Context: an optimization exercise on an open-source flow, tuned for small area, a short achievable clock period and few clock cycles per item. The choices shown serve that exercise and are no tape-out recipe.
The RTL of this run was laid out without a check of its function.

## flow/run.sh

```bash
#!/bin/bash
# synth_recipe.tcl (not shown) runs the flow's synth.tcl, then flattens the netlist and writes it again
# the make line also repeats each setting of config.mk as NAME=value (left out here)
make -C /OpenROAD-flow-scripts/flow DESIGN_CONFIG=/design/flow/config.mk WORK_HOME=/design/flow/orfs CLKGATE_MAP_FILE= SYNTH_SCRIPT=/design/flow/synth_recipe.tcl finish
```

## flow/config.mk

```make
export PLATFORM = sky130hd
export DESIGN_NAME = fc_layer_top
export DESIGN_NICKNAME = fc_layer_top
export VERILOG_FILES = /design/flow/design.v
export SDC_FILE = /design/flow/constraint.sdc
export NUM_CORES = 4
export LEC_CHECK = 0
export CAP_MARGIN = 20
export CORE_MARGIN = 2
export CORE_UTILIZATION = 40
export SLEW_MARGIN = 20
```

## flow/constraint.sdc

```tcl
create_clock -name core_clock -period 14.5 [get_ports {clk}]
set_input_delay 2.9000 -clock core_clock [delete_from_list [all_inputs] [get_ports {clk}]]
set_output_delay 2.9000 -clock core_clock [all_outputs]
set_load 0.01 [all_outputs]
```

## flow/design.v

```verilog
module fc_sequencer (
    input  logic                   clk,
    input  logic                   rst_n,
    input  logic                   start,
    output logic                   weight_rd_en,
    output logic [16-1:0]  weight_rd_addr0,
    output logic [16-1:0]  weight_rd_addr1,
    output logic                   act_rd_en,
    output logic [16-1:0]  act_rd_addr0,
    output logic [16-1:0]  act_rd_addr1,
    output logic                   tag_valid,
    output logic                   tag_first,
    output logic                   tag_last
);
    localparam logic [13:0] w_first = 14'(1020);
    localparam logic [13:0] w_last  = 14'(1020 + 120 * 400 / 4 - 2);
    localparam logic [9:0]  a_first = 10'(592);
    localparam logic [9:0]  a_last  = 10'(592 + 400 / 4 - 2);
    logic        issue;
    logic [13:0] waddr;    
    logic [9:0]  aaddr;    
    assign weight_rd_en    = issue;
    assign act_rd_en       = issue;
    assign weight_rd_addr0 = {2'b00, waddr[13:1], 1'b0};
    assign weight_rd_addr1 = {2'b00, waddr[13:1], 1'b1};
    assign act_rd_addr0    = {6'b000000, aaddr[9:1], 1'b0};
    assign act_rd_addr1    = {6'b000000, aaddr[9:1], 1'b1};
    always_ff @(posedge clk) begin
        if (!rst_n) begin
            issue <= 1'b0;
            waddr <= w_first;
            aaddr <= a_first;
        end else if (issue) begin
            if (waddr == w_last) begin
                issue <= 1'b0;
            end
            waddr <= waddr + 14'd2;
            aaddr <= (aaddr == a_last) ? a_first : aaddr + 10'd2;
        end else begin
            issue <= start;
            waddr <= w_first;
            aaddr <= a_first;
        end
    end
    always_ff @(posedge clk) begin
        if (!rst_n) begin
            tag_valid <= 1'b0;
        end else begin
            tag_valid <= issue;
        end
        tag_first <= aaddr == a_first;
        tag_last  <= aaddr == a_last;
    end
endmodule
module dot_product8 (
    input  logic               clk,
    input  logic               rst_n,
    input  logic [63:0]        weights,
    input  logic [63:0]        acts,
    input  logic               tag_in_valid,
    input  logic               tag_in_first,
    input  logic               tag_in_last,
    output logic signed [23:0] psum,
    output logic               sum_valid
);
    logic [63:0] w_q;
    logic [63:0] a_q;
    logic        v_q;
    logic        f_q;
    logic        l_q;
    logic signed [23:0] lane_sum;
    always_ff @(posedge clk) begin
        w_q <= weights;
        a_q <= acts;
        f_q <= tag_in_first;
        l_q <= tag_in_last;
        if (!rst_n) begin
            v_q <= 1'b0;
        end else begin
            v_q <= tag_in_valid;
        end
    end
    always_comb begin
        lane_sum = f_q ? 24'sd0 : psum;
        for (int i = 0; i < 8; i++) begin
            lane_sum = lane_sum + 24'($signed(w_q[8*i +: 8]) * $signed(a_q[8*i +: 8]));
        end
    end
    always_ff @(posedge clk) begin
        if (v_q) begin
            psum <= lane_sum;
        end
        if (!rst_n) begin
            sum_valid <= 1'b0;
        end else begin
            sum_valid <= v_q && l_q;
        end
    end
endmodule
module relu_quantizer (
    input  logic                   clk,
    input  logic                   rst_n,
    input  logic [31:0]            scale,
    input  logic signed [23:0]     psum,
    input  logic                   sum_valid,
    output logic [3:0]             act_wr_we,
    output logic [16-1:0]  act_wr_addr,
    output logic [31:0]            act_wr_data,
    output logic                   finish
);
    localparam logic [9:0] o_first = 10'(692);
    localparam logic [9:0] o_last  = 10'(692 + 120 / 4 - 1);
    logic [22:0] r;
    logic [22:0] q;
    logic        sat;
    logic        busy;
    logic [4:0]  k;        
    logic        sbit;     
    logic        last_step;
    logic [24:0] q_next;
    logic [7:0]  q_byte;
    logic [1:0]  lane;
    logic [9:0]  oaddr;
    assign act_wr_addr = {6'b000000, oaddr};
    assign q_next = {1'b0, q, 1'b0} + (sbit ? {2'b00, r} : 25'd0);
    assign q_byte = sat ? 8'd127 : {1'b0, q[22:16]};
    always_ff @(posedge clk) begin
        if (sum_valid) begin
            r <= psum[23] ? 23'd0 : psum[22:0];
            q <= '0;
            sat <= 1'b0;
        end else if (busy) begin
            q <= q_next[22:0];
            sat <= sat | (q_next[24:23] != 2'b00);
        end
        sbit <= sum_valid ? scale[31] : scale[k];
        k <= sum_valid ? 5'd30 : k - 5'd1;
    end
    always_ff @(posedge clk) begin
        if (!rst_n) begin
            busy <= 1'b0;
            last_step <= 1'b0;
            act_wr_we <= 4'b0000;
            lane <= 2'd0;
            oaddr <= o_first;
            finish <= 1'b0;
        end else begin
            if (sum_valid) begin
                busy <= 1'b1;
            end else if (last_step) begin
                busy <= 1'b0;
            end
            last_step <= busy && k == 5'd31;
            act_wr_we <= last_step ? 4'b0001 << lane : 4'b0000;
            finish <= act_wr_we != 4'b0000 && lane == 2'd3 && oaddr == o_last;
            if (act_wr_we != 4'b0000) begin
                lane <= lane + 2'd1;
                if (lane == 2'd3) begin
                    oaddr <= (oaddr == o_last) ? o_first : oaddr + 10'd1;
                end
            end
        end
    end
    always_ff @(posedge clk) begin
        if (last_step) begin
            act_wr_data <= {4{q_byte}};
        end
    end
endmodule
module fc_layer_top (
    input  logic                  clk,
    input  logic                  rst_n,
    input  logic                  start,
    output logic                  finish,
    input  logic [31:0]           scale,
    output logic                  weight_rd_en,
    output logic [16-1:0] weight_rd_addr0,
    output logic [16-1:0] weight_rd_addr1,
    input  logic [63:0]           weight_rdata,
    output logic                  act_rd_en,
    output logic [16-1:0] act_rd_addr0,
    output logic [16-1:0] act_rd_addr1,
    input  logic [63:0]           act_rdata,
    output logic [3:0]            act_wr_we,
    output logic [16-1:0] act_wr_addr,
    output logic [31:0]           act_wr_data
);
    logic               rd_valid;
    logic               rd_first;
    logic               rd_last;
    logic signed [23:0] psum;
    logic               sum_valid;
    fc_sequencer i_fc_sequencer (
        .clk             (clk),
        .rst_n           (rst_n),
        .start           (start),
        .weight_rd_en    (weight_rd_en),
        .weight_rd_addr0 (weight_rd_addr0),
        .weight_rd_addr1 (weight_rd_addr1),
        .act_rd_en       (act_rd_en),
        .act_rd_addr0    (act_rd_addr0),
        .act_rd_addr1    (act_rd_addr1),
        .tag_valid       (rd_valid),
        .tag_first       (rd_first),
        .tag_last        (rd_last)
    );
    dot_product8 i_dot_product8 (
        .clk          (clk),
        .rst_n        (rst_n),
        .weights      (weight_rdata),
        .acts         (act_rdata),
        .tag_in_valid (rd_valid),
        .tag_in_first (rd_first),
        .tag_in_last  (rd_last),
        .psum         (psum),
        .sum_valid    (sum_valid)
    );
    relu_quantizer i_relu_quantizer (
        .clk         (clk),
        .rst_n       (rst_n),
        .scale       (scale),
        .psum        (psum),
        .sum_valid   (sum_valid),
        .act_wr_we   (act_wr_we),
        .act_wr_addr (act_wr_addr),
        .act_wr_data (act_wr_data),
        .finish      (finish)
    );
endmodule
```

==> run notes <==
==> cells in the final DEF (no fill, tap or decap), types with 14 or more instances in the layout <==
cell             synthesis  layout
inv_1                  767     767
fa_1                   574     574
edfxtp_1                54      54
xnor2_1                151     151
nand3_1                 33      33
clkbuf_16                0      35
o21bai_1                16      16
nand2b_1                56      56
dfxtp_1                207     206
nor2b_1                 71      71
a211oi_1                14      14
a21oi_1                101     101
a21o_1                  35      35
clkdlybuf4s50_1          0     251
conb_1                   2      30
and2_1                 318     318
ha_1                   291     291
nor2_1                  92      92
nand2_1                241     241
xor2_1                  53      53
nor3_1                  14      14
o21ai_0                 39      39
==> path summary, 6_finish.rpt <==
path | start | endpoint | slack [ns] | depth (start not counted)
setup / recovery | i_dot_product8.a_q[2]$_DFF_P_ | i_dot_product8.psum[22]$_DFFE_PP_ | 5.89 | 29
hold / removal | i_fc_sequencer.tag_first$_DFF_P_ | i_dot_product8.f_q$_DFF_P_ | 0.42 | 0
setup reg to reg | i_dot_product8.a_q[2]$_DFF_P_ | i_dot_product8.psum[22]$_DFFE_PP_ | 5.89 | 29
hold reg to reg | i_fc_sequencer.tag_first$_DFF_P_ | i_dot_product8.f_q$_DFF_P_ | 0.42 | 0
==> layer usage <==
| metal | part of all wire, % | track usage (%) | routed length [µm] |
|---|---|---|---|
| met5 | 0 | 0 | 0 |
| met2 | 49 | 31.11 | 35200 |
| met4 | 2.3 | 4.309 | 1675 |
| met3 | 3.6 | 2.512 | 2572 |
| met1 | 45 | 23.15 | 31860 |
==> area by class of cell <==
class,count,area (µm²)
Fill cell,7876,44370
Multi-Input combinational cell,2277,23800
Sequential cell,261,5767
Inverter,768,2883
Timing Repair Buffer,258,2565
Tap cell,1070,1339
Clock buffer,42,912.1
Clock inverter,19,220.2
==> sequential cells by signal (all words and copies together), names as in the netlist, 2 cells and up <==
signal / cells
i_dot_product8.psum: 24
i_relu_quantizer.r: 23
i_relu_quantizer.k: 5
i_relu_quantizer.act_wr_we: 4
i_relu_quantizer.oaddr: 10
i_relu_quantizer.act_wr_data: 7
i_fc_sequencer.waddr: 13
i_dot_product8.w_q: 64
i_relu_quantizer.q: 23
i_dot_product8.a_q: 64
i_relu_quantizer.lane: 2
i_fc_sequencer.aaddr: 9
==> synth_stat cells (53+ instances only) <==
cell      number  area (µm²)
and2_1       318        1989
nand2_1      241       904.6
xor2_1        53       464.2
fa_1         574       11490
nor2_1        92       345.3
nor2b_1       71       444.2
buf_4         74       555.5
inv_1        767        2879
a21oi_1      101       505.5
edfxtp_1      54        1622
nand2b_1      56       350.3
ha_1         291        3641
dfxtp_1      207        4144
xnor2_1      151        1323
==> logic make-up (layout without fill, tap and decap cells) <==
group,count (synthesis),in the layout,synth area share [%]
buffers and inverters,861,1087,10.65
DFF,261,261,17.49
other,2,30,0.02278
xor gates and xnor gates,204,204,5.420
muxes,25,25,1.154
adders and majority gates,865,865,45.90
AOI/OAI and AO/OA,272,272,5.272
and+or+nand+nor,881,881,14.10
==> worst max-delay path, delay by kind of cell (launching register included) <==
family,cells,cell delay (ns)
fa+ha+maj,10,4.45
compound gates,11,2.33
simple gates,2,0.47
flops,1,0.45
buf+inv,4,0.41
xor+xnor,2,0.25
==> metrics by stage <==
step	area, µm²	worst slack, ns
after floorplan	33070	6.170
after global placement	36350	6.029
after detailed placement	36350	5.928
after CTS	37480	5.903
after global routing	37480	5.359
final	37480	5.886
==> results_dict.tcl <==
set metrics [dict create \
    cts_sinks 261 \
    drv_slew 0 \
    start_util_pct 40.28 \
    num-nets-final 4628 \
    ys_types 68 \
    syn_area_um2 32970 \
    io_pins 282 \
    slowest_delay_ns 0.54 \
    slowest_stage "fa_1" \
    critical_path_arrival_ns 8.92 \
    dieArea_um2 84730 \
    vias_per_cell 4.626 \
    grt_overflow 0 \
    clockBufferDepth 3 \
    postCtsHoldBufs 0 \
    yosysWarnings 3 \
    synth-async-reset-ratio_pct 0 \
    grt_pass1_wl_um 121400 \
    cts_max_level 2 \
    tns_ns 0 \
    drt_iter0_drc 806 \
    clk_latency_ns 0.56 \
    row_count 105 \
    synthCells 3371 \
    ys_ff_latch 261 \
    post_drt_wl_per_cell_um 15.19 \
    area_growth_pct 13.69 \
    fin_crit_ns 8.614 \
    clockRootBuffer "clkbuf_16" \
    worst_slew_pin_slew_ns 0.7217 \
    cts_setup_buffers 0 \
    fin_hold_ws_ns 0.4184 \
    drc_errors 0 \
    relSlewSlack_pct 51.78 \
    design.core.area_um2 81850 \
    antenna_found_initial 1 \
    hold_violations 0 \
    seq_area_frac_synth_pct 17.49 \
    dr.pass1.iters 5 \
    post-place-cells 4634 \
    drive_gt1_share_pct 2.703 \
    wl_um 71310 \
    cts_buffers 34 \
    fmax_mhz 116.1 \
    cts_resized 0 \
    port_buffers 251 \
    antenna_left 0 \
    crit_path_start_kind "register" \
    vias 21720 \
    hold_class "register to register" \
    die_w_um 291.1 \
    clock_skew_ns 0.02753 \
    fin_util_pct 45.80 \
    criticalPathCategory "register to register" \
    finalSetupViolations 0 \
    grt_pass1_vias 23430 \
    ys_dominant_reg_cell "dfxtp_1" \
    crit_required_ns 14.80 \
    grt_max_degree 52 \
    synth_edf_count 54 \
    dp_hpwl_um 61470 \
    track_usage_pct 17.78 \
    fin_crit_sh_pct 59.41 \
    crit_top_cell "fa_1" \
    cts_tree "yes" \
    clk_pin_slew_ns 0.06 \
    path_max_fanout 9 \
    rsz0062_at_grt "false" \
    syn_avg_cell_area_um2 9.780 \
    cp-end-kind "register" \
    place_congestion 0.8844 \
    drv_cap 0 \
    die_y_um 291.1 \
    diodes 0 \
    final_cells 4695 \
    status "no timing/DRC/antenna violations" \
]

separate check: timing with driven ports:
Ports are ideal in the flow. The routed layout listed here was re-timed in OpenROAD. Step 1 (the two cells are an assumption about what drives the block):
set clk [get_ports {clk}]
set_driving_cell -lib_cell sky130_fd_sc_hd__clkbuf_16 $clk
set_driving_cell -lib_cell sky130_fd_sc_hd__buf_2 [delete_from_list [all_inputs] $clk]
Step 2 also shifts input and output timing later by t, the mid clock arrival at the registers, as if the neighbouring blocks saw the same clock. Three values: ideal, step 1, step 2; two values: the first two.
t (ns): 0.611
setup slack, ns: 5.886 / 5.886 / 5.886
hold WS [ns]: 0.418 / 0.418 / 0.418
worst setup path at the end: register to register
pins driven straight from the clock port: 1
After both steps this run still meets setup and hold. For this run, drivers alone change the setup slack by 0.000 ns; drivers and shift together by 0.000 ns.
